This is an optimization exercise on Yosys and OpenROAD, whose aim is small area, a short achievable clock period and few clock cycles, not a production implementation.
No run shown here included a check of the RTL's function; only the layout flow was run.
Power figures rest on the tool's default switching activity, not on a simulated workload.

[flow/design.v]
`default_nettype none
package isp_pkg;
    localparam int BEATS_PER_PIC  = 192;
    localparam int PIX_PER_BEAT   = 16;
    localparam int PLANE_BEATS    = 64;
    localparam int WIN_SIZE       = 6;
    localparam int WIN_FIRST_ROW  = 13;
    localparam int WIN_FIRST_COL  = 13;
    localparam int EXPO_SHIFT     = 10;
    localparam int RESULT_LATENCY = 16;
    typedef logic [7:0]   pixel_t;
    typedef logic [127:0] beat_t;
    typedef logic [7:0]   beat_idx_t;
    typedef logic [1:0]   ratio_t;
    typedef logic [7:0]   result_t;
    typedef logic [13:0]  diff_sum_t;
endpackage
`default_nettype wire
`timescale 1ns/1ps
`default_nettype none
module isp_focus_contrast (
    input  logic       clk,
    input  logic       rst_n,
    input  logic       start,
    input  logic [7:0] t0,
    input  logic [7:0] t1,
    input  logic [7:0] t2,
    input  logic [7:0] n0,
    input  logic [7:0] u0,
    input  logic [7:0] u1,
    input  logic [7:0] u2,
    output logic       rot,
    output logic       done,
    output logic [1:0] res
);
    typedef enum logic [1:0] {
        PH_IDLE,
        PH_ROT,       
        PH_SETTLE,    
        PH_DIV        
    } phase_t;
    phase_t     phase;
    logic [1:0] pass;
    logic [3:0] e;            
    logic [3:0] cnt;
    assign rot = (phase == PH_ROT);
    always_ff @(posedge clk or negedge rst_n) begin
        if (!rst_n) begin
            phase <= PH_IDLE;
            pass  <= '0;
            e     <= '0;
            cnt   <= '0;
            done  <= 1'b0;
        end else begin
            done <= 1'b0;
            if (start) begin
                phase <= PH_ROT;
                pass  <= '0;
                e     <= '0;
            end else begin
                case (phase)
                    PH_ROT: begin
                        e <= (e == 4'd11) ? 4'd0 : e + 4'd1;
                        if (e == 4'd11) begin
                            pass <= pass + 2'd1;
                        end
                        if (pass == 2'd2 && e == 4'd10) begin
                            phase <= PH_SETTLE;
                            cnt   <= '0;
                        end
                    end
                    PH_SETTLE: begin
                        cnt <= cnt + 4'd1;
                        if (cnt == 4'd4) begin
                            phase <= PH_DIV;
                            cnt   <= 4'd8;
                        end
                    end
                    PH_DIV: begin
                        cnt <= cnt - 4'd1;
                        if (cnt == 4'd0) begin
                            phase <= PH_IDLE;
                            done  <= 1'b1;
                        end
                    end
                    default: ;
                endcase
            end
        end
    end
    logic [2:0] r;
    logic       h;
    logic       r14, r13, r23, r2;
    logic [7:0] opa [2];
    logic [7:0] opb [2];
    logic       val [2];
    logic       c4  [2];
    logic       c2  [2];
    assign r   = e[3:1];
    assign h   = e[0];
    assign r14 = (r >= 3'd1) && (r <= 3'd4);
    assign r13 = (r >= 3'd1) && (r <= 3'd3);
    assign r23 = (r == 3'd2) || (r == 3'd3);
    assign r2  = (r == 3'd2);
    always_comb begin
        case (pass)
            2'd0: begin
                opa[0] = t0;  opb[0] = t1;
                opa[1] = t1;  opb[1] = t2;
                val[0] = 1'b1;  c4[0] = h && r14;   c2[0] = 1'b0;
                val[1] = 1'b1;  c4[1] = !h && r14;  c2[1] = 1'b0;
            end
            2'd1: begin
                opa[0] = t0;  opb[0] = u0;
                opa[1] = t2;  opb[1] = u2;
                val[0] = (r <= 3'd4);  c4[0] = h && r13;   c2[0] = h && r2;
                val[1] = (r <= 3'd4);  c4[1] = !h && r13;  c2[1] = !h && r2;
            end
            default: begin
                opa[0] = t2;  opb[0] = n0;
                opa[1] = t1;  opb[1] = u1;
                val[0] = !h;           c4[0] = !h && r14;  c2[0] = !h && r23;
                val[1] = (r <= 3'd4);  c4[1] = r13;        c2[1] = 1'b0;
            end
        endcase
    end
    logic [8:0] sd  [2];
    logic [7:0] dq  [2];
    logic       iq  [2];
    logic       q4m [2];
    logic       q2m [2];
    always_comb begin
        for (int j = 0; j < 2; j++) begin
            sd[j] = {1'b0, opa[j]} + {1'b0, ~opb[j]};
        end
    end
    always_ff @(posedge clk) begin
        for (int j = 0; j < 2; j++) begin
            dq[j]  <= (rot && val[j]) ? (sd[j][7:0] ^ {8{!sd[j][8]}}) : 8'd0;
            iq[j]  <= rot && val[j] && sd[j][8];
            q4m[j] <= c4[j];
            q2m[j] <= c2[j];
        end
    end
    logic [13:0] s6, s4;
    logic [9:0]  s2;
    logic [2:0]  k6, k4;      
    logic [1:0]  k2;          
    logic [13:0] a6x, a6y, a4x, a4y;
    logic [9:0]  a2x;
    logic        a2i;
    logic [13:0] n6, n4;
    logic [9:0]  n2;
    logic [2:0]  m6, m4;
    logic [1:0]  m2;
    logic [13:0] cs6, cc6, cs4, cc4;
    logic [14:0] cy6, cy4;
    logic [10:0] cy2;
    logic [13:0] b6, b4;
    always_comb begin
        a6x = 14'(dq[0]);
        a6y = 14'(dq[1]);
        a4x = 14'(dq[0] & {8{q4m[0]}});
        a4y = 14'(dq[1] & {8{q4m[1]}});
        a2x = 10'((dq[0] & {8{q2m[0]}}) | (dq[1] & {8{q2m[1]}}));
        a2i = (iq[0] && q2m[0]) || (iq[1] && q2m[1]);
        for (int k = 0; k < 14; k++) begin
            cs6[k] = s6[k] ^ a6x[k] ^ a6y[k];
            cc6[k] = (s6[k] & a6x[k]) | (s6[k] & a6y[k]) | (a6x[k] & a6y[k]);
            b6[k]  = (k == 0) ? iq[0] : cc6[k == 0 ? 0 : k - 1];
        end
        cy6[0] = iq[1];
        for (int k = 0; k < 14; k++) begin
            n6[k]     = cs6[k] ^ b6[k] ^ cy6[k];
            cy6[k+1]  = (cs6[k] & b6[k]) | (cs6[k] & cy6[k]) | (b6[k] & cy6[k]);
            if (k == 3 || k == 7 || k == 11) begin
                m6[k/4]  = cy6[k+1];
                cy6[k+1] = k6[k/4];
            end
        end
        for (int k = 0; k < 14; k++) begin
            cs4[k] = s4[k] ^ a4x[k] ^ a4y[k];
            cc4[k] = (s4[k] & a4x[k]) | (s4[k] & a4y[k]) | (a4x[k] & a4y[k]);
            b4[k]  = (k == 0) ? (iq[0] && q4m[0]) : cc4[k == 0 ? 0 : k - 1];
        end
        cy4[0] = iq[1] && q4m[1];
        for (int k = 0; k < 14; k++) begin
            n4[k]     = cs4[k] ^ b4[k] ^ cy4[k];
            cy4[k+1]  = (cs4[k] & b4[k]) | (cs4[k] & cy4[k]) | (b4[k] & cy4[k]);
            if (k == 3 || k == 7 || k == 11) begin
                m4[k/4]  = cy4[k+1];
                cy4[k+1] = k4[k/4];
            end
        end
        cy2[0] = a2i;
        for (int k = 0; k < 10; k++) begin
            n2[k]    = s2[k] ^ a2x[k] ^ cy2[k];
            cy2[k+1] = (s2[k] & a2x[k]) | (s2[k] & cy2[k]) | (a2x[k] & cy2[k]);
            if (k == 3 || k == 7) begin
                m2[k/4]  = cy2[k+1];
                cy2[k+1] = k2[k/4];
            end
        end
    end
    always_ff @(posedge clk) begin
        if (start) begin
            s6 <= '0;
            s4 <= '0;
            s2 <= '0;
            k6 <= '0;
            k4 <= '0;
            k2 <= '0;
        end else begin
            s6 <= n6;
            s4 <= n4;
            s2 <= n2;
            k6 <= m6;
            k4 <= m4;
            k2 <= m2;
        end
    end
    logic [5:0] rem;           
    logic [6:0] rem2;
    logic       qb6, qb2, qb4;
    logic       eq26, gt26, eq46, gt46, eq24, gt24;
    assign qb2  = (cnt <= 4'd7) ? s2[cnt + 4'd2] : 1'b0;
    assign qb4  = s4[cnt + 4'd4];
    assign rem2 = {rem, s6[cnt]};
    assign qb6  = (rem2 >= 7'd36);
    always_ff @(posedge clk) begin
        if (phase == PH_SETTLE) begin
            rem  <= {1'b0, s6[13:9]};
            eq26 <= 1'b1;
            gt26 <= 1'b0;
            eq46 <= 1'b1;
            gt46 <= 1'b0;
            eq24 <= 1'b1;
            gt24 <= 1'b0;
        end else if (phase == PH_DIV) begin
            rem <= 6'(qb6 ? rem2 - 7'd36 : rem2);
            if (eq26 && qb2 != qb6) begin
                eq26 <= 1'b0;
                gt26 <= qb2;
            end
            if (eq46 && qb4 != qb6) begin
                eq46 <= 1'b0;
                gt46 <= qb4;
            end
            if (eq24 && qb2 != qb4) begin
                eq24 <= 1'b0;
                gt24 <= qb2;
            end
        end
    end
    always_comb begin
        if ((eq24 || gt24) && (eq26 || gt26)) begin
            res = 2'd0;
        end else if (eq46 || gt46) begin
            res = 2'd1;
        end else begin
            res = 2'd2;
        end
    end
endmodule
`default_nettype wire
`timescale 1ns/1ps
`default_nettype none
module isp_exposure_acc (
    input  logic          clk,
    input  logic [127:0]  x,
    input  logic          en,      
    input  logic          sh,      
    output logic [10:0]   sa,
    output logic [10:0]   sb
);
    logic s1;
    logic c2;
    logic s3;
    logic c4;
    logic s5;
    logic c6;
    logic s7;
    logic c8;
    logic s9;
    logic c10;
    logic s11;
    logic c12;
    logic s13;
    logic c14;
    logic s15;
    logic c16;
    logic s17;
    logic c18;
    logic s19;
    logic c20;
    logic s21;
    logic c22;
    logic s23;
    logic c24;
    logic s25;
    logic c26;
    logic s27;
    logic c28;
    logic s29;
    logic c30;
    logic s31;
    logic c32;
    logic s33;
    logic c34;
    logic s35;
    logic c36;
    logic s37;
    logic c38;
    logic s39;
    logic c40;
    logic s41;
    logic c42;
    logic s43;
    logic c44;
    logic s45;
    logic c46;
    logic s47;
    logic c48;
    logic s49;
    logic c50;
    logic s51;
    logic c52;
    logic s53;
    logic c54;
    logic s55;
    logic c56;
    logic s57;
    logic c58;
    logic s59;
    logic c60;
    logic s61;
    logic c62;
    logic s63;
    logic c64;
    logic s65;
    logic c66;
    logic s67;
    logic c68;
    logic s69;
    logic c70;
    logic s71;
    logic c72;
    logic s73;
    logic c74;
    logic s75;
    logic c76;
    logic s77;
    logic c78;
    logic s79;
    logic c80;
    logic s81;
    logic c82;
    logic s83;
    logic c84;
    logic s85;
    logic c86;
    logic s87;
    logic c88;
    logic s89;
    logic c90;
    logic s91;
    logic c92;
    logic s93;
    logic c94;
    logic s95;
    logic c96;
    logic s97;
    logic c98;
    logic s99;
    logic c100;
    logic s101;
    logic c102;
    logic s103;
    logic c104;
    logic q105;
    logic q106;
    logic q107;
    logic q108;
    logic q109;
    logic q110;
    logic q111;
    logic q112;
    logic q113;
    logic q114;
    logic q115;
    logic q116;
    logic q117;
    logic q118;
    logic q119;
    logic q120;
    logic q121;
    logic q122;
    logic q123;
    logic q124;
    logic q125;
    logic q126;
    logic q127;
    logic q128;
    logic q129;
    logic q130;
    logic q131;
    logic q132;
    logic q133;
    logic q134;
    logic q135;
    logic q136;
    logic q137;
    logic q138;
    logic q139;
    logic q140;
    logic q141;
    logic q142;
    logic q143;
    logic q144;
    logic q145;
    logic q146;
    logic q147;
    logic q148;
    logic q149;
    logic q150;
    logic q151;
    logic q152;
    logic q153;
    logic q154;
    logic q155;
    logic q156;
    logic q157;
    logic q158;
    logic q159;
    logic q160;
    logic q161;
    logic q162;
    logic q163;
    logic q164;
    logic q165;
    logic q166;
    logic q167;
    logic q168;
    logic q169;
    logic q170;
    logic q171;
    logic q172;
    logic q173;
    logic q174;
    logic q175;
    logic q176;
    logic q177;
    logic q178;
    logic q179;
    logic q180;
    logic q181;
    logic q182;
    logic q183;
    logic s184;
    logic c185;
    logic s186;
    logic c187;
    logic s188;
    logic c189;
    logic s190;
    logic c191;
    logic s192;
    logic c193;
    logic s194;
    logic c195;
    logic s196;
    logic c197;
    logic s198;
    logic c199;
    logic s200;
    logic c201;
    logic s202;
    logic c203;
    logic s204;
    logic c205;
    logic s206;
    logic c207;
    logic s208;
    logic c209;
    logic s210;
    logic c211;
    logic s212;
    logic c213;
    logic s214;
    logic c215;
    logic s216;
    logic c217;
    logic s218;
    logic c219;
    logic s220;
    logic c221;
    logic s222;
    logic c223;
    logic s224;
    logic c225;
    logic s226;
    logic c227;
    logic s228;
    logic c229;
    logic s230;
    logic c231;
    logic s232;
    logic c233;
    logic s234;
    logic c235;
    logic s236;
    logic c237;
    logic s238;
    logic c239;
    logic s240;
    logic c241;
    logic s242;
    logic c243;
    logic s244;
    logic c245;
    logic s246;
    logic c247;
    logic s248;
    logic c249;
    logic s250;
    logic c251;
    logic s252;
    logic c253;
    logic s254;
    logic c255;
    logic s256;
    logic c257;
    logic s258;
    logic c259;
    logic s260;
    logic c261;
    logic s262;
    logic c263;
    logic s264;
    logic c265;
    logic s266;
    logic c267;
    logic s268;
    logic c269;
    logic s270;
    logic c271;
    logic s272;
    logic c273;
    logic s274;
    logic c275;
    logic s276;
    logic c277;
    logic s278;
    logic c279;
    logic s280;
    logic c281;
    logic s282;
    logic c283;
    logic s284;
    logic c285;
    logic s286;
    logic c287;
    logic s288;
    logic c289;
    logic s290;
    logic c291;
    logic s292;
    logic c293;
    logic s294;
    logic c295;
    logic s296;
    logic c297;
    logic s298;
    logic c299;
    logic s300;
    logic c301;
    logic s302;
    logic c303;
    logic s304;
    logic c305;
    logic s306;
    logic c307;
    assign s1 = x[0] ^ x[8] ^ x[16];
    assign c2 = (x[0] & x[8]) | (x[0] & x[16]) | (x[8] & x[16]);
    assign s3 = x[24] ^ x[32];
    assign c4 = x[24] & x[32];
    assign s5 = x[1] ^ x[9] ^ x[17];
    assign c6 = (x[1] & x[9]) | (x[1] & x[17]) | (x[9] & x[17]);
    assign s7 = x[25] ^ x[33] ^ x[41];
    assign c8 = (x[25] & x[33]) | (x[25] & x[41]) | (x[33] & x[41]);
    assign s9 = x[49] ^ x[57];
    assign c10 = x[49] & x[57];
    assign s11 = x[2] ^ x[10] ^ x[18];
    assign c12 = (x[2] & x[10]) | (x[2] & x[18]) | (x[10] & x[18]);
    assign s13 = x[26] ^ x[34] ^ x[42];
    assign c14 = (x[26] & x[34]) | (x[26] & x[42]) | (x[34] & x[42]);
    assign s15 = x[50] ^ x[58] ^ x[66];
    assign c16 = (x[50] & x[58]) | (x[50] & x[66]) | (x[58] & x[66]);
    assign s17 = x[3] ^ x[11] ^ x[19];
    assign c18 = (x[3] & x[11]) | (x[3] & x[19]) | (x[11] & x[19]);
    assign s19 = x[27] ^ x[35] ^ x[43];
    assign c20 = (x[27] & x[35]) | (x[27] & x[43]) | (x[35] & x[43]);
    assign s21 = x[51] ^ x[59] ^ x[67];
    assign c22 = (x[51] & x[59]) | (x[51] & x[67]) | (x[59] & x[67]);
    assign s23 = x[4] ^ x[12] ^ x[20];
    assign c24 = (x[4] & x[12]) | (x[4] & x[20]) | (x[12] & x[20]);
    assign s25 = x[28] ^ x[36] ^ x[44];
    assign c26 = (x[28] & x[36]) | (x[28] & x[44]) | (x[36] & x[44]);
    assign s27 = x[52] ^ x[60] ^ x[68];
    assign c28 = (x[52] & x[60]) | (x[52] & x[68]) | (x[60] & x[68]);
    assign s29 = x[5] ^ x[13] ^ x[21];
    assign c30 = (x[5] & x[13]) | (x[5] & x[21]) | (x[13] & x[21]);
    assign s31 = x[29] ^ x[37] ^ x[45];
    assign c32 = (x[29] & x[37]) | (x[29] & x[45]) | (x[37] & x[45]);
    assign s33 = x[53] ^ x[61] ^ x[69];
    assign c34 = (x[53] & x[61]) | (x[53] & x[69]) | (x[61] & x[69]);
    assign s35 = x[6] ^ x[14] ^ x[22];
    assign c36 = (x[6] & x[14]) | (x[6] & x[22]) | (x[14] & x[22]);
    assign s37 = x[30] ^ x[38] ^ x[46];
    assign c38 = (x[30] & x[38]) | (x[30] & x[46]) | (x[38] & x[46]);
    assign s39 = x[54] ^ x[62] ^ x[70];
    assign c40 = (x[54] & x[62]) | (x[54] & x[70]) | (x[62] & x[70]);
    assign s41 = x[7] ^ x[15] ^ x[23];
    assign c42 = (x[7] & x[15]) | (x[7] & x[23]) | (x[15] & x[23]);
    assign s43 = x[31] ^ x[39] ^ x[47];
    assign c44 = (x[31] & x[39]) | (x[31] & x[47]) | (x[39] & x[47]);
    assign s45 = x[55] ^ x[63] ^ x[71];
    assign c46 = (x[55] & x[63]) | (x[55] & x[71]) | (x[63] & x[71]);
    assign s47 = s1 ^ s3 ^ x[40];
    assign c48 = (s1 & s3) | (s1 & x[40]) | (s3 & x[40]);
    assign s49 = x[48] ^ x[56] ^ x[64];
    assign c50 = (x[48] & x[56]) | (x[48] & x[64]) | (x[56] & x[64]);
    assign s51 = s5 ^ s7 ^ s9;
    assign c52 = (s5 & s7) | (s5 & s9) | (s7 & s9);
    assign s53 = x[65] ^ x[73] ^ x[81];
    assign c54 = (x[65] & x[73]) | (x[65] & x[81]) | (x[73] & x[81]);
    assign s55 = x[89] ^ x[97] ^ x[105];
    assign c56 = (x[89] & x[97]) | (x[89] & x[105]) | (x[97] & x[105]);
    assign s57 = s11 ^ s13 ^ s15;
    assign c58 = (s11 & s13) | (s11 & s15) | (s13 & s15);
    assign s59 = x[74] ^ x[82] ^ x[90];
    assign c60 = (x[74] & x[82]) | (x[74] & x[90]) | (x[82] & x[90]);
    assign s61 = x[98] ^ x[106] ^ x[114];
    assign c62 = (x[98] & x[106]) | (x[98] & x[114]) | (x[106] & x[114]);
    assign s63 = x[122] ^ c6;
    assign c64 = x[122] & c6;
    assign s65 = s17 ^ s19 ^ s21;
    assign c66 = (s17 & s19) | (s17 & s21) | (s19 & s21);
    assign s67 = x[75] ^ x[83] ^ x[91];
    assign c68 = (x[75] & x[83]) | (x[75] & x[91]) | (x[83] & x[91]);
    assign s69 = x[99] ^ x[107] ^ x[115];
    assign c70 = (x[99] & x[107]) | (x[99] & x[115]) | (x[107] & x[115]);
    assign s71 = x[123] ^ c12 ^ c14;
    assign c72 = (x[123] & c12) | (x[123] & c14) | (c12 & c14);
    assign s73 = s23 ^ s25 ^ s27;
    assign c74 = (s23 & s25) | (s23 & s27) | (s25 & s27);
    assign s75 = x[76] ^ x[84] ^ x[92];
    assign c76 = (x[76] & x[84]) | (x[76] & x[92]) | (x[84] & x[92]);
    assign s77 = x[100] ^ x[108] ^ x[116];
    assign c78 = (x[100] & x[108]) | (x[100] & x[116]) | (x[108] & x[116]);
    assign s79 = x[124] ^ c18 ^ c20;
    assign c80 = (x[124] & c18) | (x[124] & c20) | (c18 & c20);
    assign s81 = s29 ^ s31 ^ s33;
    assign c82 = (s29 & s31) | (s29 & s33) | (s31 & s33);
    assign s83 = x[77] ^ x[85] ^ x[93];
    assign c84 = (x[77] & x[85]) | (x[77] & x[93]) | (x[85] & x[93]);
    assign s85 = x[101] ^ x[109] ^ x[117];
    assign c86 = (x[101] & x[109]) | (x[101] & x[117]) | (x[109] & x[117]);
    assign s87 = x[125] ^ c24 ^ c26;
    assign c88 = (x[125] & c24) | (x[125] & c26) | (c24 & c26);
    assign s89 = s35 ^ s37 ^ s39;
    assign c90 = (s35 & s37) | (s35 & s39) | (s37 & s39);
    assign s91 = x[78] ^ x[86] ^ x[94];
    assign c92 = (x[78] & x[86]) | (x[78] & x[94]) | (x[86] & x[94]);
    assign s93 = x[102] ^ x[110] ^ x[118];
    assign c94 = (x[102] & x[110]) | (x[102] & x[118]) | (x[110] & x[118]);
    assign s95 = x[126] ^ c30 ^ c32;
    assign c96 = (x[126] & c30) | (x[126] & c32) | (c30 & c32);
    assign s97 = s41 ^ s43 ^ s45;
    assign c98 = (s41 & s43) | (s41 & s45) | (s43 & s45);
    assign s99 = x[79] ^ x[87] ^ x[95];
    assign c100 = (x[79] & x[87]) | (x[79] & x[95]) | (x[87] & x[95]);
    assign s101 = x[103] ^ x[111] ^ x[119];
    assign c102 = (x[103] & x[111]) | (x[103] & x[119]) | (x[111] & x[119]);
    assign s103 = x[127] ^ c36 ^ c38;
    assign c104 = (x[127] & c36) | (x[127] & c38) | (c36 & c38);
    assign s184 = q105 ^ q106 ^ q107;
    assign c185 = (q105 & q106) | (q105 & q107) | (q106 & q107);
    assign s186 = q108 ^ q109;
    assign c187 = q108 & q109;
    assign s188 = q114 ^ q115 ^ q116;
    assign c189 = (q114 & q115) | (q114 & q116) | (q115 & q116);
    assign s190 = q117 ^ q118 ^ q119;
    assign c191 = (q117 & q118) | (q117 & q119) | (q118 & q119);
    assign s192 = q120 ^ q121;
    assign c193 = q120 & q121;
    assign s194 = q123 ^ q124 ^ q125;
    assign c195 = (q123 & q124) | (q123 & q125) | (q124 & q125);
    assign s196 = q126 ^ q127 ^ q128;
    assign c197 = (q126 & q127) | (q126 & q128) | (q127 & q128);
    assign s198 = q129 ^ q130 ^ q131;
    assign c199 = (q129 & q130) | (q129 & q131) | (q130 & q131);
    assign s200 = q132 ^ q133 ^ q134;
    assign c201 = (q132 & q133) | (q132 & q134) | (q133 & q134);
    assign s202 = q135 ^ q136 ^ q137;
    assign c203 = (q135 & q136) | (q135 & q137) | (q136 & q137);
    assign s204 = q138 ^ q139 ^ q140;
    assign c205 = (q138 & q139) | (q138 & q140) | (q139 & q140);
    assign s206 = q141 ^ q142 ^ q143;
    assign c207 = (q141 & q142) | (q141 & q143) | (q142 & q143);
    assign s208 = q144 ^ q145 ^ q146;
    assign c209 = (q144 & q145) | (q144 & q146) | (q145 & q146);
    assign s210 = q147 ^ q148 ^ q149;
    assign c211 = (q147 & q148) | (q147 & q149) | (q148 & q149);
    assign s212 = q150 ^ q151 ^ q152;
    assign c213 = (q150 & q151) | (q150 & q152) | (q151 & q152);
    assign s214 = q153 ^ q154 ^ q155;
    assign c215 = (q153 & q154) | (q153 & q155) | (q154 & q155);
    assign s216 = q156 ^ q157 ^ q158;
    assign c217 = (q156 & q157) | (q156 & q158) | (q157 & q158);
    assign s218 = q159 ^ q160 ^ q161;
    assign c219 = (q159 & q160) | (q159 & q161) | (q160 & q161);
    assign s220 = q162 ^ q163 ^ q164;
    assign c221 = (q162 & q163) | (q162 & q164) | (q163 & q164);
    assign s222 = q165 ^ q166 ^ q167;
    assign c223 = (q165 & q166) | (q165 & q167) | (q166 & q167);
    assign s224 = q168 ^ q169 ^ q170;
    assign c225 = (q168 & q169) | (q168 & q170) | (q169 & q170);
    assign s226 = q171 ^ q172 ^ q173;
    assign c227 = (q171 & q172) | (q171 & q173) | (q172 & q173);
    assign s228 = q174 ^ q175 ^ q176;
    assign c229 = (q174 & q175) | (q174 & q176) | (q175 & q176);
    assign s230 = q177 ^ q178 ^ q179;
    assign c231 = (q177 & q178) | (q177 & q179) | (q178 & q179);
    assign s232 = q180 ^ q181 ^ q182;
    assign c233 = (q180 & q181) | (q180 & q182) | (q181 & q182);
    assign s234 = s184 ^ s186 ^ q110;
    assign c235 = (s184 & s186) | (s184 & q110) | (s186 & q110);
    assign s236 = s188 ^ s190 ^ s192;
    assign c237 = (s188 & s190) | (s188 & s192) | (s190 & s192);
    assign s238 = q122 ^ c185;
    assign c239 = q122 & c185;
    assign s240 = s194 ^ s196 ^ s198;
    assign c241 = (s194 & s196) | (s194 & s198) | (s196 & s198);
    assign s242 = c189 ^ c191 ^ c193;
    assign c243 = (c189 & c191) | (c189 & c193) | (c191 & c193);
    assign s244 = s200 ^ s202 ^ s204;
    assign c245 = (s200 & s202) | (s200 & s204) | (s202 & s204);
    assign s246 = c195 ^ c197 ^ c199;
    assign c247 = (c195 & c197) | (c195 & c199) | (c197 & c199);
    assign s248 = s206 ^ s208 ^ s210;
    assign c249 = (s206 & s208) | (s206 & s210) | (s208 & s210);
    assign s250 = c201 ^ c203 ^ c205;
    assign c251 = (c201 & c203) | (c201 & c205) | (c203 & c205);
    assign s252 = s212 ^ s214 ^ s216;
    assign c253 = (s212 & s214) | (s212 & s216) | (s214 & s216);
    assign s254 = c207 ^ c209 ^ c211;
    assign c255 = (c207 & c209) | (c207 & c211) | (c209 & c211);
    assign s256 = s218 ^ s220 ^ s222;
    assign c257 = (s218 & s220) | (s218 & s222) | (s220 & s222);
    assign s258 = c213 ^ c215 ^ c217;
    assign c259 = (c213 & c215) | (c213 & c217) | (c215 & c217);
    assign s260 = s224 ^ s226 ^ s228;
    assign c261 = (s224 & s226) | (s224 & s228) | (s226 & s228);
    assign s262 = c219 ^ c221 ^ c223;
    assign c263 = (c219 & c221) | (c219 & c223) | (c221 & c223);
    assign s264 = s230 ^ s232 ^ q183;
    assign c265 = (s230 & s232) | (s230 & q183) | (s232 & q183);
    assign s266 = c225 ^ c227 ^ c229;
    assign c267 = (c225 & c227) | (c225 & c229) | (c227 & c229);
    assign s268 = s234 ^ q111;
    assign c269 = s234 & q111;
    assign s270 = s236 ^ s238 ^ c187;
    assign c271 = (s236 & s238) | (s236 & c187) | (s238 & c187);
    assign s272 = s240 ^ s242 ^ c237;
    assign c273 = (s240 & s242) | (s240 & c237) | (s242 & c237);
    assign s274 = s244 ^ s246 ^ c241;
    assign c275 = (s244 & s246) | (s244 & c241) | (s246 & c241);
    assign s276 = s248 ^ s250 ^ c245;
    assign c277 = (s248 & s250) | (s248 & c245) | (s250 & c245);
    assign s278 = s252 ^ s254 ^ c249;
    assign c279 = (s252 & s254) | (s252 & c249) | (s254 & c249);
    assign s280 = s256 ^ s258 ^ c253;
    assign c281 = (s256 & s258) | (s256 & c253) | (s258 & c253);
    assign s282 = s260 ^ s262 ^ c257;
    assign c283 = (s260 & s262) | (s260 & c257) | (s262 & c257);
    assign s284 = s264 ^ s266 ^ c261;
    assign c285 = (s264 & s266) | (s264 & c261) | (s266 & c261);
    assign s286 = c231 ^ c233 ^ c265;
    assign c287 = (c231 & c233) | (c231 & c265) | (c233 & c265);
    assign s288 = s268 ^ q112;
    assign c289 = s268 & q112;
    assign s290 = s270 ^ c235 ^ c269;
    assign c291 = (s270 & c235) | (s270 & c269) | (c235 & c269);
    assign s292 = s272 ^ c239 ^ c271;
    assign c293 = (s272 & c239) | (s272 & c271) | (c239 & c271);
    assign s294 = s274 ^ c243 ^ c273;
    assign c295 = (s274 & c243) | (s274 & c273) | (c243 & c273);
    assign s296 = s276 ^ c247 ^ c275;
    assign c297 = (s276 & c247) | (s276 & c275) | (c247 & c275);
    assign s298 = s278 ^ c251 ^ c277;
    assign c299 = (s278 & c251) | (s278 & c277) | (c251 & c277);
    assign s300 = s280 ^ c255 ^ c279;
    assign c301 = (s280 & c255) | (s280 & c279) | (c255 & c279);
    assign s302 = s282 ^ c259 ^ c281;
    assign c303 = (s282 & c259) | (s282 & c281) | (c259 & c281);
    assign s304 = s284 ^ c263 ^ c283;
    assign c305 = (s284 & c263) | (s284 & c283) | (c263 & c283);
    assign s306 = s286 ^ c267 ^ c285;
    assign c307 = (s286 & c267) | (s286 & c285) | (c267 & c285);
    always_ff @(posedge clk) begin
        q105 <= s47;
        q106 <= s49;
        q107 <= x[72];
        q108 <= x[80];
        q109 <= x[88];
        q110 <= x[96];
        q111 <= x[104];
        q112 <= x[112];
        q113 <= x[120];
        q114 <= s51;
        q115 <= s53;
        q116 <= s55;
        q117 <= x[113];
        q118 <= x[121];
        q119 <= c2;
        q120 <= c4;
        q121 <= c48;
        q122 <= c50;
        q123 <= s57;
        q124 <= s59;
        q125 <= s61;
        q126 <= s63;
        q127 <= c8;
        q128 <= c10;
        q129 <= c52;
        q130 <= c54;
        q131 <= c56;
        q132 <= s65;
        q133 <= s67;
        q134 <= s69;
        q135 <= s71;
        q136 <= c16;
        q137 <= c58;
        q138 <= c60;
        q139 <= c62;
        q140 <= c64;
        q141 <= s73;
        q142 <= s75;
        q143 <= s77;
        q144 <= s79;
        q145 <= c22;
        q146 <= c66;
        q147 <= c68;
        q148 <= c70;
        q149 <= c72;
        q150 <= s81;
        q151 <= s83;
        q152 <= s85;
        q153 <= s87;
        q154 <= c28;
        q155 <= c74;
        q156 <= c76;
        q157 <= c78;
        q158 <= c80;
        q159 <= s89;
        q160 <= s91;
        q161 <= s93;
        q162 <= s95;
        q163 <= c34;
        q164 <= c82;
        q165 <= c84;
        q166 <= c86;
        q167 <= c88;
        q168 <= s97;
        q169 <= s99;
        q170 <= s101;
        q171 <= s103;
        q172 <= c40;
        q173 <= c90;
        q174 <= c92;
        q175 <= c94;
        q176 <= c96;
        q177 <= c42;
        q178 <= c44;
        q179 <= c46;
        q180 <= c98;
        q181 <= c100;
        q182 <= c102;
        q183 <= c104;
        sa <= !en ? '0 : sh ? {1'b0, c287, s306, s304, s302, s300, s298, s296, s294, s292, s290} : {c287, s306, s304, s302, s300, s298, s296, s294, s292, s290, s288};
        sb <= !en ? '0 : sh ? {1'b0, c307, c305, c303, c301, c299, c297, c295, c293, c291, c289} : {c307, c305, c303, c301, c299, c297, c295, c293, c291, c289, q113};
    end
endmodule
`default_nettype wire
`timescale 1ns/1ps
`default_nettype none
module isp_top (
    input  logic             clk,
    input  logic             rst_n,
    input  logic             in_valid,
    input  logic             in_mode,
    input  isp_pkg::ratio_t  in_ratio_mode,
    input  logic             pix_valid,
    input  isp_pkg::beat_t   pix_data,
    output logic             busy,
    output logic             out_valid,
    output isp_pkg::result_t out_data
);
    logic [7:0] bcnt;       
    logic       mode_q;
    logic [1:0] ratio_q;
    logic       busy_q;
    logic       rmode;      
    logic [1:0] rratio;
    logic       last0;
    assign last0 = pix_valid && (bcnt == 8'd191);
    always_ff @(posedge clk or negedge rst_n) begin
        if (!rst_n) begin
            bcnt    <= '0;
            mode_q  <= 1'b0;
            ratio_q <= '0;
            busy_q  <= 1'b0;
            rmode   <= 1'b0;
            rratio  <= '0;
        end else begin
            if (in_valid) begin
                bcnt    <= '0;
                mode_q  <= in_mode;
                ratio_q <= in_ratio_mode;
                busy_q  <= 1'b1;
            end else if (pix_valid) begin
                bcnt <= last0 ? 8'd0 : bcnt + 8'd1;
                if (last0) begin
                    busy_q <= 1'b0;
                end
            end
            if (last0) begin
                rmode  <= mode_q;
                rratio <= ratio_q;
            end
        end
    end
    assign busy = busy_q;
    logic red0, green0, blue0, wrow0;
    assign red0   = (bcnt[7:6] == 2'd0);
    assign green0 = (bcnt[7:6] == 2'd1);
    assign blue0  = (bcnt[7:6] == 2'd2);
    assign wrow0  = (bcnt[5:0] >= 6'd26) && (bcnt[5:0] <= 6'd37);
    logic       sat;
    logic [3:0] colmask0;
    logic [7:0] bcnt_n;
    logic [1:0] ratio_n;
    logic       mode_n;
    logic [3:0] thr_n;
    logic [127:0] xbits;
    assign bcnt_n  = in_valid ? 8'd0 : (pix_valid ? (last0 ? 8'd0 : bcnt + 8'd1) : bcnt);
    assign ratio_n = in_valid ? in_ratio_mode : ratio_q;
    assign mode_n  = in_valid ? in_mode : mode_q;
    assign thr_n   = (bcnt_n[7:6] == 2'd1) ? 4'(3 - ratio_n) : 4'(4 - ratio_n);
    always_ff @(posedge clk) begin
        sat <= mode_n && (ratio_n == 2'd3);
        for (int j = 0; j < 4; j++) begin
            colmask0[j] <= (4'(j) >= thr_n);
        end
    end
    always_comb begin
        for (int i = 0; i < 16; i++) begin
            for (int j = 0; j < 7; j++) begin
                xbits[8*i + j] = (j >= 4 || colmask0[j % 4]) && (pix_data[8*i + j] || (sat && pix_data[8*i + 7]));
            end
            xbits[8*i + 7] = !sat && pix_data[8*i + 7];
        end
    end
    logic [10:0] sa, sb;
    isp_exposure_acc i_tree (
        .clk (clk),
        .x   (xbits),
        .en  (v1),
        .sh  (!g1),
        .sa  (sa),
        .sb  (sb)
    );
    logic        v1, v2, e3;
    logic        first1, first2, last1, last2, g1;
    logic [18:0] acc;     
    always_ff @(posedge clk or negedge rst_n) begin
        if (!rst_n) begin
            v1    <= 1'b0;
            v2    <= 1'b0;
            last1 <= 1'b0;
            last2 <= 1'b0;
            e3    <= 1'b0;
        end else begin
            v1    <= pix_valid;
            v2    <= v1;
            last1 <= last0;
            last2 <= last1;
            e3    <= v2 && last2;
        end
    end
    always_ff @(posedge clk) begin
        first1 <= pix_valid && (bcnt == 8'd0);
        first2 <= first1;
        g1     <= green0;
        acc <= (first2 ? 19'd0 : acc) + 19'(sa) + 19'(sb);
    end
    logic [7:0] expo_res;
    always_comb begin
        case (rratio)
            2'd0:    expo_res = {2'b0, acc[18:13]};
            2'd1:    expo_res = {1'b0, acc[18:12]};
            2'd2:    expo_res = acc[18:11];
            default: expo_res = acc[17:10];
        endcase
    end
    logic       wv1, wred1, wend1;
    logic [6:0] wp1 [3];
    always_ff @(posedge clk or negedge rst_n) begin
        if (!rst_n) begin
            wv1    <= 1'b0;
            wend1  <= 1'b0;
        end else begin
            wv1    <= pix_valid && !mode_q && wrow0;
            wend1  <= pix_valid && !mode_q && blue0 && (bcnt[5:0] == 6'd37);
        end
    end
    always_ff @(posedge clk) begin
        wred1 <= red0;
        for (int j = 0; j < 3; j++) begin
            if (bcnt[0]) begin
                wp1[j] <= green0 ? pix_data[8*j + 1 +: 7] : {1'b0, pix_data[8*j + 2 +: 6]};
            end else begin
                wp1[j] <= green0 ? pix_data[8*(13 + j) + 1 +: 7] : {1'b0, pix_data[8*(13 + j) + 2 +: 6]};
            end
        end
    end
    logic [7:0] ch [3][12];
    logic       pact;         
    logic       chain_en;
    assign chain_en = wv1 || pact;
    always_ff @(posedge clk) begin
        if (chain_en) begin
            for (int j = 0; j < 3; j++) begin
                ch[j][0] <= (wred1 && wv1 ? 8'd0 : ch[j][11]) + (wv1 ? 8'(wp1[j]) : 8'd0);
                for (int k = 1; k < 12; k++) begin
                    ch[j][k] <= ch[j][k-1];
                end
            end
        end
    end
    logic       fdone_p;
    logic [1:0] fres;
    isp_focus_contrast i_contrast (
        .clk   (clk),
        .rst_n (rst_n),
        .start (wv1 && wend1),
        .t0    (ch[0][11]),
        .t1    (ch[1][11]),
        .t2    (ch[2][11]),
        .n0    (ch[0][10]),
        .u0    (ch[0][9]),
        .u1    (ch[1][9]),
        .u2    (ch[2][9]),
        .rot   (pact),
        .done  (fdone_p),
        .res   (fres)
    );
    logic pend, fire, fdone;
    assign fire = (e3 || pend) && (rmode || fdone);
    always_ff @(posedge clk or negedge rst_n) begin
        if (!rst_n) begin
            pend      <= 1'b0;
            fdone     <= 1'b0;
            out_valid <= 1'b0;
            out_data  <= '0;
        end else begin
            pend      <= !fire && (pend || e3);
            fdone     <= !fire && (fdone || fdone_p);
            out_valid <= fire;
            out_data  <= fire ? (rmode ? expo_res : {6'd0, fres}) : 8'd0;
        end
    end
endmodule
`default_nettype wire
[flow/flow/run.sh]
#!/bin/bash
# The standard layout (standard.sh), with plain buffers (buf_1) on the
# ports instead of the delay buffers buffer_ports picks by default.
set -euo pipefail
mkdir -p logs
export BUFFER_PORTS_ARGS="-buffer_cell sky130_fd_sc_hd__buf_1"
bash standard.sh > logs/standard.log 2>&1
[flow/standard.sh]
#!/bin/bash
# synth_recipe.tcl (not shown) runs the flow's synth.tcl, then flattens the netlist and writes it again
# the make line also repeats each setting of config.mk as NAME=value (left out here)
make -C /OpenROAD-flow-scripts/flow DESIGN_CONFIG=/design/flow/config.mk WORK_HOME=/design/flow/orfs CLKGATE_MAP_FILE= SYNTH_SCRIPT=/design/flow/synth_recipe.tcl "${@:-finish}"
[flow/config.mk]
export PLATFORM = sky130hd
export DESIGN_NAME = isp_top
export DESIGN_NICKNAME = isp_top
export VERILOG_FILES = /design/flow/design.v
export SDC_FILE = /design/flow/constraint.sdc
export NUM_CORES = 4
export LEC_CHECK = 0
export ABC_AREA = 1
export CAP_MARGIN = 20
export CORE_MARGIN = 2
export CORE_UTILIZATION = 60
export CTS_CLUSTER_DIAMETER = 80
export CTS_CLUSTER_SIZE = 30
export SETUP_SLACK_MARGIN = 5
export SLEW_MARGIN = 20
[flow/constraint.sdc]
create_clock -name core_clock -period 8.0 [get_ports {clk}]
set_input_delay 1.6000 -clock core_clock [delete_from_list [all_inputs] [get_ports {clk}]]
set_output_delay 1.6000 -clock core_clock [all_outputs]
set_load 0.01 [all_outputs]
==> flow_metrics.py, run 1 <==
metrics = {
    "status": {
        "outcome": "complete, no violations",
    },
    "finish": {
        "n_antenna_cell": 0,
        "drive_gt1_frac": 0.0683,
        "syn_to_final_growth_pct": 8.89,
        "post-route-util": 0.660,
        "final_cells": 3118,
        "final_area_um2": 28300,
        "layout.nets": 2901,
    },
    "detailed_routing": {
        "vias": 16100,
        "firstDrtPassIters": 5,
        "wl_per_cell_um": 16.7,
        "antenna_left": 0,
        "routed_wl_mm": 52.1,
        "drt_iter0_drc": 1343,
        "viasPerCell": 5.15,
        "drc": 0,
    },
    "grt": {
        "grt_pass1_vias": 15900,
        "antenna_found_initial": 0,
        "grt_max_degree": 201,
        "grt_overflow": 0,
        "grt_usage": 0.236,
        "grt_pass1_wl_mm": 82.6,
    },
    "die": {
        "io_pins": 145,
        "core_um2": 42900,
        "num_rows": 76,
        "die_x_um": 212,
        "start_util": 0.606,
        "die_h_um": 212,
        "die-area_um2": 45000,
    },
    "critical_path": {
        "path_cells": "nand2_2 -> clkinvlp_4 -> buf_12 -> buf_4 -> nor2_1 -> ha_1 -> nand2_1 -> inv_1 -> nand4_1 -> o211ai_1 -> xor2_1",
        "worstReg2RegEnd": "ch[24][7]$_DFFE_PP_",
        "reg2reg_depth": 11,
        "worst_setup_path_start_kind": "flip-flop",
        "r2r_start": "wv1$_DFF_PN0_",
        "critical_path_buf_inv_count": 4,
        "crit_arrival_ns": 3.22,
        "crit_family": "simple AND/OR/NAND/NOR gates",
        "cp_slowest_cell": "dfrtp_4",
        "crit_path_max_incr_delay_ns": 0.61,
        "endpoint_kind": "flip-flop",
        "r2r_slack_ns": 5.11,
        "required_ns": 8.34,
        "worstSetupPathType": "reg2reg",
        "worstPathMaxFanout": 25,
    },
    "synthesis": {
        "synth_edf_count": 293,
        "ys_seq_area_frac": 0.556,
        "syn-num-nets": 2758,
        "synthCells": 2372,
        "syn-mean-instance-area_um2": 11.0,
        "yosysUniqueCellTypes": 62,
        "yosys_warnings": 17,
        "syn_area_um2": 26000,
        "ys.flop_type": "edfxtp_1",
        "async_flop_share": 0.0816,
        "ys_seq_elements": 564,
    },
    "sta": {
        "setup_violations": 0,
        "hold_ws_ns": 0.339,
        "min_period_ns": 2.89,
        "worst_pin_slew_ns": 0.938,
        "slew_headroom": 0.374,
        "tns_ns": 0,
        "max_freq_mhz": 347,
        "slew_violations": 0,
        "period_share": 0.361,
        "rsz0062_at_grt": "true",
        "hold_violations": 0,
        "skew_ns": 0.0217,
    },
    "placed_design": {
        "place_congestion": 0.937,
        "placedInstanceArea_um2": 27100,
        "dp_hpwl_mm": 39.1,
        "portBuffers": 144,
        "dp_cells": 3053,
    },
    "cts": {
        "cts_max_path_buffers": 3,
        "cts.sinks": 564,
        "path_clk_slew_ns": 0.10,
        "hold_buffers": 0,
        "cts_tree": "done",
        "cts_buffers": 29,
        "insertion_delay_ns": 0.61,
        "h-tree-depth": 1,
        "clockRootBuffer": "clkbuf_16",
    },
    "hold_path": {
        "hold_class": "reg2reg",
        "holdPathEnd": "first2$_DFF_P_",
        "whs_path_depth": 0,
        "hp-start": "first1$_DFF_P_",
    },
    "power": {
        "vdd_drop_max_uv": 238,
        "powerDensity_nw_per_um2": 245,
        "leakage_nw": 12.1,
    },
    "flow_run": {
        "drv_cap": 0,
    },
}
==> cell usage after synthesis (all sizes together) (2+ instances only) <==
| cell | n | area share |
|---|---|---|
| xor2 | 28 | 0.0094 |
| inv | 372 | 0.054 |
| nor4 | 5 | 0.0012 |
| dfxtp | 225 | 0.17 |
| nand3 | 65 | 0.015 |
| a221oi | 2 | 0.00067 |
| a311oi | 2 | 0.00067 |
| clkbuf | 30 | 0.0043 |
| nor2 | 261 | 0.039 |
| o21ai | 153 | 0.030 |
| o211ai | 9 | 0.0028 |
| nand4 | 9 | 0.0027 |
| a31oi | 6 | 0.0014 |
| edfxtp | 293 | 0.34 |
| nand3b | 3 | 0.00087 |
| xnor2 | 24 | 0.0081 |
| nand2 | 376 | 0.057 |
| nor3 | 15 | 0.0041 |
| a21oi | 96 | 0.019 |
| fa | 165 | 0.13 |
| o21bai | 2 | 0.00058 |
| a21o | 6 | 0.0017 |
| a2111oi | 2 | 0.00067 |
| or2 | 27 | 0.0065 |
| a22o | 7 | 0.0024 |
| o22ai | 9 | 0.0022 |
| mux2i | 4 | 0.0015 |
| dfrtp | 46 | 0.044 |
| clkinv | 4 | 0.00058 |
| o21a | 3 | 0.00087 |
| ha | 86 | 0.041 |
| o221ai | 2 | 0.00067 |
| buf | 24 | 0.0056 |
==> registers in the layout, indices dropped and copies added, names as in the netlist, 3 cells and up <==
register,count
ch,288
i_contrast.rem,6
out_data,8
i_contrast.e,4
i_contrast.k4,3
i_contrast.dq,16
wp1,21
i_contrast.s2,10
i_contrast.s4,14
i_tree.sb,11
i_tree.sa,11
i_contrast.cnt,4
acc,19
bcnt,8
i_contrast.s6,14
colmask0,4
i_contrast.k6,3
==> cells in the final DEF (no fill, tap or decap), types with 15 or more instances in the layout <==
cell type / Yosys / final
edfxtp_1: 293 / 293
nand3_1: 51 / 51
nor2_1: 256 / 251
dfrtp_1: 46 / 45
xor2_1: 28 / 28
a21oi_1: 95 / 95
nand2_1: 360 / 357
ha_1: 86 / 82
fa_1: 165 / 165
o21ai_0: 148 / 143
buf_1: 9 / 143
or2_2: 25 / 19
xnor2_1: 24 / 24
inv_2: 10 / 15
inv_1: 362 / 354
clkbuf_16: 0 / 29
dfxtp_1: 225 / 222
==> worst max path at each step <==
stage / startpoint / end / slack [ns] / cells past startpoint
final: wv1$_DFF_PN0_ / ch[24][7]$_DFFE_PP_ / 5.11 / 11
after global routing: i_contrast.pass[0]$_DFFE_PN0P_ / i_contrast.dq[1][1]$_SDFF_PN0_ / 5.00 / 14
after CTS: wv1$_DFF_PN0_ / ch[24][7]$_DFFE_PP_ / 5.01 / 9
after detailed placement: i_contrast.pass[1]$_DFFE_PN0P_ / i_contrast.dq[0][0]$_SDFF_PN0_ / 4.04 / 14
after global placement: i_contrast.pass[1]$_DFFE_PN0P_ / i_contrast.dq[0][0]$_SDFF_PN0_ / 4.16 / 14
after floorplan: i_contrast.phase[0]$_DFFE_PN0P_ / ch[0][0]$_DFFE_PP_ / 4.85 / 4
==> through the flow <==
stage / worst slack (ns) / total power, mW
4_1_cts: 5.01 / 7.00
2_1_floorplan: 4.85 / 4.79
3_5_place_dp: 4.04 / 5.29
6_report: 5.11 / 6.93
3_3_place_gp: 4.16 / 5.22
5_1_grt: 5.00 / 7.44
==> power breakdown <==
group	total [mW]	internal (mW)	switching [mW]
Clock	1.72	0.726	0.994
Combinational	1.89	0.842	1.05
Sequential	3.32	3.22	0.0989
Total	6.93	4.79	2.14
==> worst register-to-register path, cell delays in order, from the launching register on <==
cell and delay (ns):
dfrtp_4 0.61, nand2_2 0.20, clkinvlp_4 0.18, buf_12 0.17
buf_4 0.14, nor2_1 0.32, ha_1 0.33, nand2_1 0.08
inv_1 0.04, nand4_1 0.08, o211ai_1 0.25, xor2_1 0.23
==> area by class of cell <==
type                            count  area [um2]
Tap cell                          585         732
Inverter                          376        1420
Timing Repair Buffer              161         706
Timing Repair inverter              3        20.0
Sequential cell                   564       14500
Multi-Input combinational cell   1380        9990
Fill cell                        3397       14600
Clock inverter                     19         260
Clock buffer                       30         729
==> kinds of logic after synthesis <==
family,share of synthesized area
AND/OR/NAND/NOR,0.127
flip-flops,0.556
buffers and inverters,0.0642
AO/OA/AOI/OAI,0.0657
adder cells (fa/ha/maj),0.168
XOR/XNOR,0.0175
multiplexers,0.00154
==> per-layer routing <==
layer / vias up / wire length (um) / global-route usage
met5: - / 0 / 0
met4: 0 / 1530 / 0.0687
met1: 7667 / 23600 / 0.341
met3: 83 / 2880 / 0.0270
li1: 7891 / - / -
met2: 431 / 24100 / 0.382
==> timing repair <==
action	CTS	global route
cloned	3	2
endpoints found under the setup margin	90	214
pin swaps	1	2
resized for setup	11	21
endpoints found under the hold margin	0	0
buffers inserted	4	7
==> run 2, diff against run 1 <==
--- a/flow/design.v
+++ b/flow/design.v
@@ -47,37 +47,16 @@
     always_ff @(posedge clk or negedge rst_n) begin
         if (!rst_n) begin
             phase <= PH_IDLE;
-            pass  <= '0;
-            e     <= '0;
-            cnt   <= '0;
             done  <= 1'b0;
         end else begin
             done <= 1'b0;
             if (start) begin
                 phase <= PH_ROT;
-                pass  <= '0;
-                e     <= '0;
             end else begin
                 case (phase)
-                    PH_ROT: begin
-                        e <= (e == 4'd11) ? 4'd0 : e + 4'd1;
-                        if (e == 4'd11) begin
-                            pass <= pass + 2'd1;
-                        end
-                        if (pass == 2'd2 && e == 4'd10) begin
-                            phase <= PH_SETTLE;
-                            cnt   <= '0;
-                        end
-                    end
-                    PH_SETTLE: begin
-                        cnt <= cnt + 4'd1;
-                        if (cnt == 4'd4) begin
-                            phase <= PH_DIV;
-                            cnt   <= 4'd8;
-                        end
-                    end
+                    PH_ROT:    if (pass == 2'd2 && e == 4'd10) phase <= PH_SETTLE;
+                    PH_SETTLE: if (cnt == 4'd4) phase <= PH_DIV;
                     PH_DIV: begin
-                        cnt <= cnt - 4'd1;
                         if (cnt == 4'd0) begin
                             phase <= PH_IDLE;
                             done  <= 1'b1;
@@ -88,6 +67,29 @@
             end
         end
     end
+    always_ff @(posedge clk) begin
+        if (start) begin
+            pass <= '0;
+            e    <= '0;
+        end else begin
+            case (phase)
+                PH_ROT: begin
+                    e <= (e == 4'd11) ? 4'd0 : e + 4'd1;
+                    if (e == 4'd11) begin
+                        pass <= pass + 2'd1;
+                    end
+                    cnt <= '0;
+                end
+                PH_SETTLE: begin
+                    cnt <= (cnt == 4'd4) ? 4'd8 : cnt + 4'd1;
+                end
+                PH_DIV: begin
+                    cnt <= cnt - 4'd1;
+                end
+                default: ;
+            endcase
+        end
+    end
     logic [2:0] r;
     logic       h;
     logic       r14, r13, r23, r2;
@@ -917,28 +919,24 @@
     assign last0 = pix_valid && (bcnt == 8'd191);
     always_ff @(posedge clk or negedge rst_n) begin
         if (!rst_n) begin
+            busy_q <= 1'b0;
+        end else if (in_valid) begin
+            busy_q <= 1'b1;
+        end else if (last0) begin
+            busy_q <= 1'b0;
+        end
+    end
+    always_ff @(posedge clk) begin
+        if (in_valid) begin
             bcnt    <= '0;
-            mode_q  <= 1'b0;
-            ratio_q <= '0;
-            busy_q  <= 1'b0;
-            rmode   <= 1'b0;
-            rratio  <= '0;
-        end else begin
-            if (in_valid) begin
-                bcnt    <= '0;
-                mode_q  <= in_mode;
-                ratio_q <= in_ratio_mode;
-                busy_q  <= 1'b1;
-            end else if (pix_valid) begin
-                bcnt <= last0 ? 8'd0 : bcnt + 8'd1;
-                if (last0) begin
-                    busy_q <= 1'b0;
-                end
-            end
-            if (last0) begin
-                rmode  <= mode_q;
-                rratio <= ratio_q;
-            end
+            mode_q  <= in_mode;
+            ratio_q <= in_ratio_mode;
+        end else if (pix_valid) begin
+            bcnt <= last0 ? 8'd0 : bcnt + 8'd1;
+        end
+        if (last0) begin
+            rmode  <= mode_q;
+            rratio <= ratio_q;
         end
     end
     assign busy = busy_q;
@@ -948,26 +946,18 @@
     assign blue0  = (bcnt[7:6] == 2'd2);
     assign wrow0  = (bcnt[5:0] >= 6'd26) && (bcnt[5:0] <= 6'd37);
     logic       sat;
-    logic [3:0] colmask0;
-    logic [7:0] bcnt_n;
-    logic [1:0] ratio_n;
-    logic       mode_n;
-    logic [3:0] thr_n;
+    logic [3:0] thr;
+    logic [7:0] colmask0;
     logic [127:0] xbits;
-    assign bcnt_n  = in_valid ? 8'd0 : (pix_valid ? (last0 ? 8'd0 : bcnt + 8'd1) : bcnt);
-    assign ratio_n = in_valid ? in_ratio_mode : ratio_q;
-    assign mode_n  = in_valid ? in_mode : mode_q;
-    assign thr_n   = (bcnt_n[7:6] == 2'd1) ? 4'(3 - ratio_n) : 4'(4 - ratio_n);
-    always_ff @(posedge clk) begin
-        sat <= mode_n && (ratio_n == 2'd3);
-        for (int j = 0; j < 4; j++) begin
-            colmask0[j] <= (4'(j) >= thr_n);
-        end
-    end
+    assign sat = mode_q && (ratio_q == 2'd3);
+    assign thr = green0 ? 4'(3 - ratio_q) : 4'(4 - ratio_q);
     always_comb begin
+        for (int j = 0; j < 8; j++) begin
+            colmask0[j] = (j >= 4) || (4'(j) >= thr);
+        end
         for (int i = 0; i < 16; i++) begin
             for (int j = 0; j < 7; j++) begin
-                xbits[8*i + j] = (j >= 4 || colmask0[j % 4]) && (pix_data[8*i + j] || (sat && pix_data[8*i + 7]));
+                xbits[8*i + j] = colmask0[j] && (pix_data[8*i + j] || (sat && pix_data[8*i + 7]));
             end
             xbits[8*i + 7] = !sat && pix_data[8*i + 7];
         end
==> flow/run.sh (new file) <==
#!/bin/bash
# synth_recipe.tcl (not shown) runs the flow's synth.tcl, then flattens the netlist and writes it again
# the make line also repeats each setting of config.mk as NAME=value (left out here)
make -C /OpenROAD-flow-scripts/flow DESIGN_CONFIG=/design/flow/config.mk WORK_HOME=/design/flow/orfs CLKGATE_MAP_FILE= SYNTH_SCRIPT=/design/flow/synth_recipe.tcl finish
removed: flow/flow/run.sh
removed: flow/standard.sh
==> run 2 against run 1 <==
Net effect:
- cell area rose by 3.8%
- cell count rose by 0.32%
- sequential cell count fell by 5
- via count rose by 1.4%
- area after synthesis fell by 0.39%
- clock-buffer cell count rose by 6
- routed wire length rose by 7.3%
- clock skew rose by 0.0098 ns
- non-clock buffer count rose by 15
- worst setup slack got worse by 0.11 ns
==> flow_metrics.py, run 2 <==
metrics = {
    "detailed_routing": {
        "viasPerCell": 5.21,
        "drc": 0,
        "antenna_left": 0,
        "vias": 16300,
        "drt_iter0_drc": 1476,
        "firstDrtPassIters": 6,
        "routed_wl_mm": 55.9,
        "wl_per_cell_um": 17.9,
    },
    "synthesis": {
        "yosysUniqueCellTypes": 56,
        "synth_edf_count": 303,
        "async_flop_share": 0.0394,
        "synthCells": 2367,
        "syn-mean-instance-area_um2": 10.9,
        "synth_top_area_cell": "edfxtp_1",
        "synth_top_cell_area_share": 0.351,
        "synthTopCellsByArea": "edfxtp_1 (35%), dfxtp_1 (18%), fa_1 (13%), inv_1 (5.7%), nand2_1 (5.2%)",
        "ys.flop_type": "edfxtp_1",
        "syn_area_um2": 25900,
        "yosys-top-cells-count": "inv_1 (394), nand2_1 (361), edfxtp_1 (303), dfxtp_1 (234), nor2_1 (197)",
        "yosys_warnings": 17,
        "syn-num-nets": 2754,
        "synth_most_common_cell": "inv_1",
        "ys_seq_elements": 559,
        "ys_seq_area_frac": 0.553,
    },
    "critical_path": {
        "path_cells": "clkdlybuf4s50_1 -> nand2_2 -> clkinv_4 -> o21ai_2 -> inv_1 -> fa_1 -> fa_1",
        "crit_arrival_ns": 3.48,
        "worstSetupPathType": "in2reg",
        "endpoint_kind": "flip-flop",
        "cp_common_cell": "fa_1",
        "worst_setup_path_start_kind": "input port",
        "cp_slowest_cell": "fa_1",
        "crit_path_max_incr_delay_ns": 0.57,
        "worstPathMaxFanout": 7,
        "required_ns": 8.48,
    },
    "die": {
        "io_pins": 145,
        "die_x_um": 212,
        "start_util": 0.604,
        "die-area_um2": 44900,
        "core_um2": 42900,
        "num_rows": 76,
        "die_h_um": 212,
    },
    "sta": {
        "slew_headroom": 0.284,
        "slew_violations": 0,
        "tns_ns": 0,
        "hold_violations": 0,
        "period_share": 0.375,
        "rsz0062_at_grt": "true",
        "min_period_ns": 3.00,
        "worst_pin_slew_ns": 1.07,
        "max_freq_mhz": 334,
        "skew_ns": 0.0316,
        "setup_violations": 0,
    },
    "cts": {
        "cts.sinks": 559,
        "cts_max_path_buffers": 3,
        "path_clk_slew_ns": 0.11,
        "cts_tree": "done",
        "cts_buffers": 28,
        "insertion_delay_ns": 0.61,
        "clockRootBuffer": "clkbuf_16",
        "hold_buffers": 0,
        "h-tree-depth": 1,
    },
    "power": {
        "vdd_drop_max_uv": 266,
        "leakage_nw": 12.8,
        "powerDensity_nw_per_um2": 381,
        "p_total_mw": 11.2,
    },
    "finish": {
        "layout_commonest_cell": "inv_1",
        "reg.largest.list": "ch (288), wp1 (21), acc (19)",
        "syn_to_final_growth_pct": 13.5,
        "drive_gt1_frac": 0.0944,
        "layout.nets": 2908,
        "n_antenna_cell": 0,
        "largest_reg_flops": 288,
        "final_cell_mix": "inv_1 (365), nand2_1 (350), edfxtp_1 (303), dfxtp_1 (227), nor2_1 (195)",
        "largest_register": "ch",
    },
    "placed_design": {
        "portBuffers": 144,
        "dp_hpwl_mm": 42.1,
        "place_congestion": 0.953,
    },
    "flow_run": {
        "drv_cap": 0,
    },
    "status": {
        "outcome": "complete, no violations",
    },
    "grt": {
        "grt_overflow": 0,
        "grt_pass1_wl_mm": 87.6,
        "grt_max_degree": 183,
        "antenna_found_initial": 0,
        "grt_pass1_vias": 16500,
        "grt_usage": 0.254,
    },
    "hold_path": {
        "hold_class": "reg2reg",
    },
}
==> run 2: power by group <==
group | internal (mW) | switching [mW]
Combinational | 1.94 | 2.94
Clock | 0.745 | 0.996
Sequential | 4.14 | 0.443
Total | 6.83 | 4.37
==> run 2: final cells by class <==
| type | instances | area, um2 |
|---|---|---|
| Fill cell | 3248 | 13500 |
| Clock buffer | 36 | 731 |
| Clock inverter | 16 | 269 |
| Tap cell | 585 | 732 |
| Sequential cell | 559 | 14300 |
| Timing Repair inverter | 1 | 5.00 |
| Multi-Input combinational cell | 1345 | 9980 |
| Inverter | 410 | 1590 |
| Timing Repair Buffer | 176 | 1740 |
==> run 2: layer usage <==
layer	wire length, um	global-route usage	vias up	share of wire
li1	-	-	7874	-
met1	25600	0.373	7903	0.46
met2	25900	0.406	455	0.46
met3	3320	0.0368	69	0.059
met4	1100	0.0590	0	0.020
met5	0	0	-	0
==> run 2: path summary, 6_finish.rpt <==
| check | start | endpoint | slack, ns | depth (start not counted) |
|---|---|---|---|---|
| setup / recovery | pix_data[31] | i_tree.q132$_DFF_P_ | 5.00 | 7 |
| hold / removal | first1$_DFF_P_ | first2$_DFF_P_ | 0.33 | 0 |
| setup reg to reg | ratio_q[0]$_DFFE_PP_ | i_tree.q114$_DFF_P_ | 5.06 | 9 |
| hold reg to reg | first1$_DFF_P_ | first2$_DFF_P_ | 0.33 | 0 |
| max in group asynchronous | rst_n | wv1$_DFF_PN0_ | 6.62 | 1 |
| min in group asynchronous | rst_n | busy_q$_DFFE_PN0P_ | 0.96 | 1 |
==> run 2: logic make-up after synthesis <==
| logic type | count (synthesis) | synth area share |
|---|---|---|
| flip-flops | 559 | 0.553 |
| XOR/XNOR | 50 | 0.0172 |
| multiplexers | 2 | 0.000773 |
| AND/OR/NAND/NOR | 720 | 0.118 |
| AO/OA/AOI/OAI | 320 | 0.0711 |
| adder cells (fa/ha/maj) | 252 | 0.170 |
| buffers and inverters | 464 | 0.0697 |
==> run 2: what timing repair did <==
action                     4_1_cts  5_1_grt
setup endpoints to repair       72       49
setup buffers                    9       15
pin swaps                        3       11
gates resized for setup         32       52
cloned                           2        2
==> run 2: critical path: cells and delay by family <==
kind            cells  cell delay [ns]
simple gates        1             0.12
compound gates      1             0.13
buf+inv             3             0.62
fa+ha+maj           2             1.00
==> run 2: through the flow <==
step | hold WS [ns] | utilization | std cells | setup slack, ns | area [um2]
2_1_floorplan | 0.310 | - | 2367 | 4.85 | 26000
3_3_place_gp | 0.313 | 0.652 | 3048 | 4.31 | 28000
3_5_place_dp | 0.318 | 0.652 | 3048 | 4.26 | 28000
4_1_cts | 0.338 | 0.679 | 3111 | 5.01 | 29100
5_1_grt | 0.348 | 0.685 | 3128 | 4.95 | 29400
6_report | 0.335 | 0.685 | 3128 | 5.00 | 29400
==> run 3, diff against run 2 <==
--- a/flow/design.v
+++ b/flow/design.v
@@ -1004,35 +1004,27 @@
             default: expo_res = acc[17:10];
         endcase
     end
-    logic       wv1, wred1, wend1;
-    logic [6:0] wp1 [3];
-    always_ff @(posedge clk or negedge rst_n) begin
-        if (!rst_n) begin
-            wv1    <= 1'b0;
-            wend1  <= 1'b0;
-        end else begin
-            wv1    <= pix_valid && !mode_q && wrow0;
-            wend1  <= pix_valid && !mode_q && blue0 && (bcnt[5:0] == 6'd37);
-        end
-    end
-    always_ff @(posedge clk) begin
-        wred1 <= red0;
+    logic       wv0, wend0;
+    logic [6:0] wp0 [3];
+    assign wv0   = pix_valid && !mode_q && wrow0;
+    assign wend0 = blue0 && (bcnt[5:0] == 6'd37);
+    always_comb begin
         for (int j = 0; j < 3; j++) begin
             if (bcnt[0]) begin
-                wp1[j] <= green0 ? pix_data[8*j + 1 +: 7] : {1'b0, pix_data[8*j + 2 +: 6]};
+                wp0[j] = green0 ? pix_data[8*j + 1 +: 7] : {1'b0, pix_data[8*j + 2 +: 6]};
             end else begin
-                wp1[j] <= green0 ? pix_data[8*(13 + j) + 1 +: 7] : {1'b0, pix_data[8*(13 + j) + 2 +: 6]};
+                wp0[j] = green0 ? pix_data[8*(13 + j) + 1 +: 7] : {1'b0, pix_data[8*(13 + j) + 2 +: 6]};
             end
         end
     end
     logic [7:0] ch [3][12];
     logic       pact;         
     logic       chain_en;
-    assign chain_en = wv1 || pact;
+    assign chain_en = wv0 || pact;
     always_ff @(posedge clk) begin
         if (chain_en) begin
             for (int j = 0; j < 3; j++) begin
-                ch[j][0] <= (wred1 && wv1 ? 8'd0 : ch[j][11]) + (wv1 ? 8'(wp1[j]) : 8'd0);
+                ch[j][0] <= (red0 && wv0 ? 8'd0 : ch[j][11]) + (wv0 ? 8'(wp0[j]) : 8'd0);
                 for (int k = 1; k < 12; k++) begin
                     ch[j][k] <= ch[j][k-1];
                 end
@@ -1044,7 +1036,7 @@
     isp_focus_contrast i_contrast (
         .clk   (clk),
         .rst_n (rst_n),
-        .start (wv1 && wend1),
+        .start (wv0 && wend0),
         .t0    (ch[0][11]),
         .t1    (ch[1][11]),
         .t2    (ch[2][11]),
==> run 3 against run 2 <==
Net effect:
- hold slack better by 0.011 ns
- cell count down 2.0%
- area after synthesis down 2.8%
- combinational power down 56%
- first-iteration DRC count up 2.2%
- core utilization up 3.1 points
- global-route usage up 0.16 points
- via count up 0.75%
- critical path type unchanged
==> flow_metrics.py, run 3 <==
metrics = {
    "placed_design": {
        "portBuffers": 144,
        "place_congestion": 0.913,
        "dp_hpwl_mm": 38.9,
    },
    "cts": {
        "h-tree-depth": 1,
        "path_clk_slew_ns": 0.10,
        "clockRootBuffer": "clkbuf_16",
        "hold_buffers": 0,
        "cts_buffers": 29,
        "cts_tree": "done",
        "insertion_delay_ns": 0.62,
    },
    "synthesis": {
        "synth_most_common_cell": "inv_1",
        "ys.flop_type": "edfxtp_1",
        "syn-num-nets": 2679,
        "synth-xor-area-share": 0.0181,
        "yosys.area_share.simple": 0.111,
        "synth_edf_count": 303,
        "ys_seq_area_frac": 0.550,
        "synthAdderAreaFrac": 0.174,
        "async_flop_share": 0.0374,
        "ys_seq_elements": 535,
        "synth_compound_area_frac": 0.0800,
        "synthCells": 2293,
        "synth_top_area_cell": "edfxtp_1",
        "synth_top_family_by_area": "adder cells",
        "syn-mean-instance-area_um2": 11.0,
    },
    "detailed_routing": {
        "dr_wl_met3_mm": 3.28,
        "firstDrtPassIters": 6,
        "top_layer_used": "met4",
        "antenna_left": 0,
        "drc": 0,
        "routed_wl_mm": 56.1,
        "viasPerCell": 5.36,
        "wl_met1_mm": 24.1,
    },
    "hold_path": {
        "whs_path_depth": 0,
        "hold_class": "reg2reg",
        "hp-start": "first1$_DFF_P_",
    },
    "finish": {
        "largest_register": "ch",
        "final_area_um2": 29900,
        "layout.nets": 2888,
        "syn_to_final_growth_pct": 18.6,
        "post-route-util": 0.717,
        "reg.largest.list": "ch (288), acc (19), i_contrast.dq (16)",
        "layout_commonest_cell": "inv_1",
        "final_cell_mix": "inv_1 (323), edfxtp_1 (303), nand2_1 (286), dfxtp_1 (203), nor2_1 (189)",
        "largest_reg_flops": 288,
    },
    "sta": {
        "min_period_ns": 3.11,
        "skew_ns": 0.0182,
        "worst_pin_slew_ns": 0.916,
        "slew_violations": 0,
        "hold_violations": 0,
        "hold_ws_ns": 0.346,
        "max_freq_mhz": 321,
        "setup_violations": 0,
    },
    "grt": {
        "grt_usage": 0.256,
        "grt_max_degree": 88,
    },
    "die": {
        "die_x_um": 209,
        "num_rows": 75,
        "io_pins": 145,
        "start_util": 0.604,
    },
    "critical_path": {
        "endpoint_kind": "flip-flop",
        "reg2reg_depth": 15,
        "required_ns": 8.37,
        "worstPathMaxFanout": 3,
        "worstReg2RegEnd": "ch[12][6]$_DFFE_PP_",
        "crit_arrival_ns": 3.48,
        "r2r_slack_ns": 4.96,
        "worst_setup_path_start_kind": "input port",
    },
    "power": {
        "powerDensity_nw_per_um2": 239,
        "vdd_drop_max_uv": 261,
    },
    "status": {
        "outcome": "complete, no violations",
    },
    "flow_run": {
        "drv_cap": 0,
    },
}
[run 3: changes by cell type after synthesis, sizes merged, moves of 7 or more]
cell / delta
a21oi: +33
nor3: +10
nor2: +7
inv: -34
nand2: -68
nand3: -8
dfxtp: -22
[run 3: logic make-up after synthesis]
group / count (synthesis)
buf+inv: 432
compound gates: 361
flops: 535
simple gates: 662
fa+ha+maj: 251
xor+xnor: 52
[run 3: where the power goes]
part | total [mW] | switching (mW) | internal [mW] | leakage (nW)
combinational | 2.15 | 1.22 | 0.933 | 7.49
sequential | 3.14 | 0.0817 | 3.06 | 4.47
clock | 1.83 | 1.02 | 0.808 | 0.525
total | 7.12 | 2.32 | 4.80 | 12.5
[run 3: worst max-delay path by stage]
stage          cells after the start            startpoint                  end
2_1_floorplan                      5             pix_valid   ch[0][0]$_DFFE_PP_
3_3_place_gp                      14             pix_valid   ch[0][6]$_DFFE_PP_
3_5_place_dp                      13             pix_valid  ch[24][6]$_DFFE_PP_
4_1_cts                           10         pix_data[105]   ch[0][6]$_DFFE_PP_
5_1_grt                           17  bcnt[0]$_SDFFE_PP0P_  ch[12][6]$_DFFE_PP_
6_report                          12          pix_data[10]  ch[12][6]$_DFFE_PP_
[run 3: what timing repair did]
| action | 4_1_cts | 5_1_grt |
|---|---|---|
| setup endpoints to repair | 443 | 99 |
| buffers inserted | 46 | 26 |
| gates cloned | 7 | 6 |
| gates resized for setup | 157 | 103 |
| pin swaps | 54 | 52 |
[run 3: per-layer routing]
layer,GRT usage,vias to the layer above
met5,0,-
met4,0.0714,0
met3,0.0295,89
met2,0.432,495
met1,0.355,7985
li1,-,7854
[run 3: worst max-delay path, stage by stage]
cell	delay [ns]
dlygate4sd2_1	0.28
inv_2	0.09
a21oi_1	0.07
o21ai_1	0.12
a21oi_1	0.09
ha_2	0.22
fa_2	0.42
a31oi_4	0.18
nor2_1	0.07
o21ai_1	0.13
nand2_1	0.08
xor2_1	0.14
[run 3: area by class of cell]
type,count,area [um2]
sequential,535,13900
timing repair buffer,228,2290
antenna,4,10.0
inverter,375,1470
fill,2955,11800
multi-input combinational,1333,10500
tap,539,674
clock inverter,22,358
clock buffer,30,729
[run 3: per-stage QoR]
stage | std cells | setup slack (ns)
CTS | 3030 | 4.79
global route | 3066 | 4.81
global placement | 2925 | 3.21
floorplan | 2293 | 4.51
detailed placement | 2925 | 3.15
finish | 3066 | 4.89

==> port drivers added, routing unchanged <==
In the flow no input, the clock included, has a driving cell. The finished layouts below were timed again as built, in two steps. Step 1 sets driving cells, clkbuf_16 on the clock port and buf_2 on the other inputs (assumed; they add their load-dependent delay and slew). Step 2 times the ports against the registers' clock, not the clock port: input delays grow and output delays shrink by t, the midpoint of the rising clock arrivals with the driver on. Slacks: ideal ports / drivers / drivers and shift; pairs: ideal ports / drivers.
run	t (ns)	setup slack, ns
run 1	0.653	5.114 / 5.114 / 4.551
run 2	0.651	5.002 / 5.009 / 4.382
run 3	0.669	4.889 / 4.869 / 4.201
After both steps setup and hold are still met in every run listed.
